Context: an optimization exercise on an open-source flow, tuned for small area, a short achievable clock period and few clock cycles per item. The choices shown serve that exercise and are no tape-out recipe. Where RTL was checked, it was by simulation tests only, not by an equivalence proof against the original.

== job 6885 ==
Design mul_div_unit, start of the top module:
module mul_div_unit (
   input  logic        clk,
   input  logic        reset,
   input  logic        req_valid,
   input  logic        req_op,
   input  logic        req_in_1_signed,
   input  logic        req_in_2_signed,
   input  logic        req_out_sel,
   input  logic [31:0] req_in_1,
   input  logic [31:0] req_in_2,
   output logic        req_ready,
   output logic        resp_valid,
   output logic [31:0] resp_result
);
Size: roughly 1300 cells after synthesis, about 110 I/O pins, about 0.011 mm2 of cells after synthesis.
==> flow/config.mk <==
export PLATFORM = sky130hd
export DESIGN_NAME = mul_div_unit
export DESIGN_NICKNAME = mul_div_unit
export VERILOG_FILES = /design/flow/design.v
export SDC_FILE = /design/flow/constraint.sdc
export NUM_CORES = 4
export LEC_CHECK = 0
export CAP_MARGIN = 20
export CORE_MARGIN = 2
export CORE_UTILIZATION = 60
export CTS_BUF_LIST = sky130_fd_sc_hd__clkbuf_8
export SETUP_SLACK_MARGIN = 3.0
export SLEW_MARGIN = 20
export TNS_END_PERCENT = 0
==> flow/constraint.sdc <==
create_clock -name core_clock -period 6.5 [get_ports {clk}]
set_input_delay 1.3000 -clock core_clock [delete_from_list [all_inputs] [get_ports {clk}]]
set_output_delay 1.3000 -clock core_clock [all_outputs]
set_load 0.01 [all_outputs]
standard.sh (not shown) runs the stock make flow with config.mk's settings and CLKGATE_MAP_FILE= SYNTH_SCRIPT=/design/flow/synth_recipe.tcl, a recipe that flattens the netlist after the stock synthesis.
==> flow/flow/run.sh <==
#!/bin/bash
# The standard layout (the standard.sh: ORFS synthesis to final layout), with the
# input and output port buffers made from sky130_fd_sc_hd__buf_1 instead of the cell
# buffer_ports picks on its own. Everything else is the standard flow unchanged.
set -euo pipefail
export BUFFER_PORTS_ARGS="-buffer_cell sky130_fd_sc_hd__buf_1"
bash standard.sh > standard_flow.log 2>&1
Testbench counts of job 6885, summed over its fixed seeds: cycles 31,433, items 2,400.
## Diff of input files: job 8897 against job 6885
Settings: CORE_UTILIZATION: 60 -> 40; TNS_END_PERCENT: 0 -> 5.
[summary]
- The launch point of the worst path comes out b_q[3] in one run and b_q[17] in the other, namely in job 8897 and job 6885 respectively.
- Taking job 6885 as the reference point, the global-route usage of job 8897 falls by 13 points.
- In the flow results for job 6885 and job 8897, the routed wire length is larger on job 8897.
- The data required time of the critical path in job 8897 was lower than what job 6885 gave.
diff inputs: job 8897 => job 5891
Settings: CORE_UTILIZATION changed from 40 to 50; TNS_END_PERCENT changed from 5 to 0.
Job 8897 fits on a die that is larger than the die of job 5891. Taking job 8897 as the reference, in job 5891 met3 wire length went up; post-synthesis to final-layout area growth did not really move.

========
Another version of the RTL of mul_div_unit (not shown whole).
Size in the first run: about 1000 cells after synthesis, roughly 120 flip-flops, roughly 110 I/O pins, ~0.0089 mm² of cells after synthesis.
clock: 6.5 ns
lec_check: 0
cap_margin: 20
core_margin: 2
core_utilization: 40
cts_buf_list: sky130_fd_sc_hd__clkbuf_4
setup_slack_margin: 2.5
slew_margin: 20
run.sh (not shown) runs the stock make flow with config.mk's settings and CLKGATE_MAP_FILE= SYNTH_SCRIPT=/design/flow/synth_recipe.tcl, a recipe that flattens the netlist after the stock synthesis.
Stock flow here: none of the scripts above is used.
==> next run, changes <==
ABC_AREA = 1   (was default)
CTS_BUF_LIST = sky130_fd_sc_hd__clkbuf_8   (was sky130_fd_sc_hd__clkbuf_4)
SETUP_SLACK_MARGIN = 3.0   (was 2.5)
Maximum frequency is higher by 18%.
Global-route usage is higher by 4.3 points.
Setup slack gains 590 ps.
Area after synthesis is higher by 10%.
Via count is higher by 30%.
Core utilization is higher by 0.11 points.
Routed wire length is higher by 27%.
==> next run, changes <==
ABC_AREA = default   (was 1)
Effect:
- worst setup slack degrades by 300 ps
- cell area falls slightly
- fmax falls by a little under a tenth
- sequential cell count stays the same
- synthesized area falls by roughly a tenth
- non-clock buffer count rises by 26
- utilization rises by 4.8 points
==> next run, changes <==
CTS_BUF_LIST = sky130_fd_sc_hd__clkbuf_4   (was sky130_fd_sc_hd__clkbuf_8)
SETUP_SLACK_MARGIN = default   (was 3.0)
What happened: Final cell count decreases by 3.4%. Critical path depth decreases by 2. Routed wire length decreases by 7.9%.
No run of this note included a check of the RTL's function; only the layout flow was run.

========
Setup of v6:
mul_div_unit, a different RTL version from the one above (not shown whole).
Size: roughly 1400 cells after synthesis, ~110 I/O pins, ~11000 sq um of cells after synthesis.
## mul_div_unit
module mul_div_unit (
   input  logic        clk,
   input  logic        reset,
   input  logic        req_valid,
   input  logic        req_op,
   input  logic        req_in_1_signed,
   input  logic        req_in_2_signed,
   input  logic        req_out_sel,
   input  logic [31:0] req_in_1,
   input  logic [31:0] req_in_2,
   output logic        req_ready,
   output logic        resp_valid,
   output logic [31:0] resp_result
);
   localparam logic [1:0] PH_STEP = 2'd0;
   localparam logic [1:0] PH_F1   = 2'd1;
   localparam logic [1:0] PH_F2   = 2'd2;
   localparam logic [1:0] PH_F3   = 2'd3;
   logic        busy_q;
   logic [1:0]  ph_q;
   logic [4:0]  cnt_q;
   logic        op_q;       
   logic        sel_q;      
   logic        fa_q;       
   logic        bx_q;       
   logic        nr_q;       
   logic        lead_q;     
   logic        ys1_q, ys2_q, yneg_q, cin_q;
   logic        zs1_q, zs2_q, zneg_q;        
   logic [33:0] acc_q;
   logic [31:0] lo_q;
   logic [31:0] b_q;
   logic        ys1_d, ys2_d, yneg_d, cin_d;
   logic        zs1_d, zs2_d, zneg_d;
   logic [33:0] acc_d;
   logic [31:0] lo_d;
   logic [31:0] b_d;
   logic [1:0]  ph_d;
   logic        done;
   logic        acc_force;
   logic [4:0]  cnt_d;
   logic        lead_d;
   logic        skip;
   function automatic logic [2:0] booth(input logic [2:0] w);
      booth[0] = w[1] ^ w[0];                        
      booth[1] = (w[2] ^ w[1]) & ~(w[1] ^ w[0]);     
      booth[2] = w[2] & ~(w[1] & w[0]);              
   endfunction
   logic [34:0] bext, ymag, zmag, y, z;
   logic [36:0] x, y37, z37, cs_s, cs_c, s;
   logic        q;
   assign bext = {{3{bx_q}}, b_q};
   assign ymag = ({35{ys1_q}} & bext) | ({35{ys2_q}} & {bext[33:0], 1'b0});
   assign zmag = ({35{zs1_q}} & bext) | ({35{zs2_q}} & {bext[33:0], 1'b0});
   assign y    = ymag ^ {35{yneg_q}};
   assign z    = zmag ^ {35{zneg_q}};
   assign x    = {{3{acc_q[33]}}, acc_q};
   assign y37  = {{2{y[34]}}, y};
   assign z37  = {z, zneg_q, cin_q};
  ...
export LEC_CHECK = 0
export CAP_MARGIN = 20
export CORE_MARGIN = 2
export CORE_UTILIZATION = 40
export CTS_BUF_LIST = sky130_fd_sc_hd__clkbuf_8
export SETUP_SLACK_MARGIN = 3.0
export SLEW_MARGIN = 20
export TNS_END_PERCENT = 0
create_clock -name core_clock -period 6.5 [get_ports {clk}]
standard.sh (not shown) runs the stock make flow with config.mk's settings and CLKGATE_MAP_FILE= SYNTH_SCRIPT=/design/flow/synth_recipe.tcl, a recipe that flattens the netlist after the stock synthesis.
Scripts as last shown in full above: flow/flow/run.sh
v6: PASS, flow complete, no timing, DRC or antenna violations
Testbench counts of v6, summed over its fixed seeds: cycles 32,397, items 2,400.
Setup changes, v6 to v7
-- flow/config.mk --
<<< v6, line 7
export LEC_CHECK = 0
export CAP_MARGIN = 20
>>> v7, line 7
export LEC_CHECK = 0
export ABC_AREA = 1
export CAP_MARGIN = 20
<<< v6, line 13
export SLEW_MARGIN = 20
export TNS_END_PERCENT = 0
>>> v7, line 14
export SLEW_MARGIN = 20
--- outcome ---
v7: full flow OK, the timing, DRC and antenna checks passed. Diff v6 -> v7: met1 usage now sits higher, total die area now sits higher, relative max-transition margin now sits lower, number of buffers and inverters on the critical path now sits higher.

========
== v24 ==
Another version of the RTL of mul_div_unit (not shown whole).
Size in the first run: about 920 cells after synthesis, about 120 flip-flops, ~110 I/O pins, about 8300 um2 of cells after synthesis.
==> flow/config.mk <==
export PLATFORM = sky130hd
export DESIGN_NAME = mul_div_unit
export DESIGN_NICKNAME = mul_div_unit
export VERILOG_FILES = /design/flow/design.v
export SDC_FILE = /design/flow/constraint.sdc
export NUM_CORES = 4
export LEC_CHECK = 0
export CAP_MARGIN = 20
export CORE_MARGIN = 2
export CORE_UTILIZATION = 40
export SLEW_MARGIN = 20
==> flow/constraint.sdc <==
create_clock -name core_clock -period 6.5 [get_ports {clk}]
set_input_delay 1.3000 -clock core_clock [delete_from_list [all_inputs] [get_ports {clk}]]
set_output_delay 1.3000 -clock core_clock [all_outputs]
set_load 0.01 [all_outputs]
run.sh (not shown) runs the stock make flow with config.mk's settings and CLKGATE_MAP_FILE= SYNTH_SCRIPT=/design/flow/synth_recipe.tcl, a recipe that flattens the netlist after the stock synthesis.
Stock flow here: none of the scripts above is used.
Per the final summary, v24 finished and its layout is clean on timing, DRC and antenna.
### v24 -> v2
Settings: setting SETUP_SLACK_MARGIN to 3.5 for the first time.
## What came out
- v24 -> v2: final routed wirelength across all metal layers increased by more than 10%
- In the metrics for v2 and v24, the one carrying the lower sequential share of layout area is v2.
Function was not checked in any run of this note: the RTL went through the layout flow alone.

========
RTL: one of the versions met above, not the one the previous note started from.
Size: ~110 I/O pins, about 11000 um^2 of cells after synthesis.
==> flow/config.mk <==
export PLATFORM = sky130hd
export DESIGN_NAME = mul_div_unit
export DESIGN_NICKNAME = mul_div_unit
export VERILOG_FILES = /design/flow/design.v
export SDC_FILE = /design/flow/constraint.sdc
export NUM_CORES = 4
export LEC_CHECK = 0
export CAP_MARGIN = 20
export CORE_MARGIN = 2
export CORE_UTILIZATION = 40
export CTS_BUF_LIST = sky130_fd_sc_hd__clkbuf_8
export SETUP_SLACK_MARGIN = 3.0
export SLEW_MARGIN = 20
export TNS_END_PERCENT = 0
==> flow/constraint.sdc <==
create_clock -name core_clock -period 6.5 [get_ports {clk}]
set_input_delay 1.3000 -clock core_clock [delete_from_list [all_inputs] [get_ports {clk}]]
set_output_delay 1.3000 -clock core_clock [all_outputs]
set_load 0.01 [all_outputs]
Testbench counts at the start, summed over its fixed seeds: cycles 32,397, items 2,400.
Then changed:
ABC_AREA = 1   (was unset)
TNS_END_PERCENT = unset   (was 0)
Via count grows by about 25%. Non-clock buffer count went up by 56. Routed wire length rose by about 40%. Utilization rose by 7.1 points. Sequential cell count stays the same. Setup slack gets better by 0.31 ns.

[separate check: timing with driven ports]
Ports are ideal in the flow. The routed layouts listed here were re-timed in OpenROAD. Step 1, drivers: a clkbuf_16 drives clk and a buf_2 each remaining input, both assumed. Step 2, shift: input delay + t, output delay - t, t = (earliest + latest rising clock arrival at the registers) / 2. This alone moves slack from input paths to output paths. Slacks: no drivers / after step 1 / after step 2; pairs: no drivers / after step 1.
run | t (ns) | slack for setup (ns) | worst data-port slew with drivers (ns)
job 6885 | 0.486 | 2.502 / 2.502 / 2.502 | 0.04
job 8897 | 0.466 | 2.449 / 2.449 / 2.449 | 0.05
job 5891 | 0.489 | 2.590 / 2.590 / 2.590 | 0.06
the first run of note 2 | 0.577 | 2.616 / 2.616 / 2.616 | 0.04
the second run of note 2 | 0.507 | 3.210 / 3.210 / 3.210 | 0.05
the third run of note 2 | 0.496 | 2.908 / 2.908 / 2.782 | 0.05
the fourth run of note 2 | 0.578 | 1.755 / 1.755 / 1.755 | 0.04
v6 | 0.495 | 2.233 / 2.233 / 2.233 | 0.05
v7 | 0.519 | 2.431 / 2.431 / 2.431 | 0.06
v24 | 0.474 | 1.946 / 1.946 / 1.946 | 0.05
v2 | 0.469 | 2.896 / 2.896 / 2.896 | 0.05
the first run of note 5 | 0.498 | 2.317 / 2.317 / 2.317 | 0.05
the second run of note 5 | 0.517 | 2.626 / 2.626 / 2.626 | 0.06
After both steps every run listed still meets setup and hold. For the third run of note 2, which loses most, drivers alone change the setup slack by 0.000 ns; drivers and shift together by -0.126 ns.
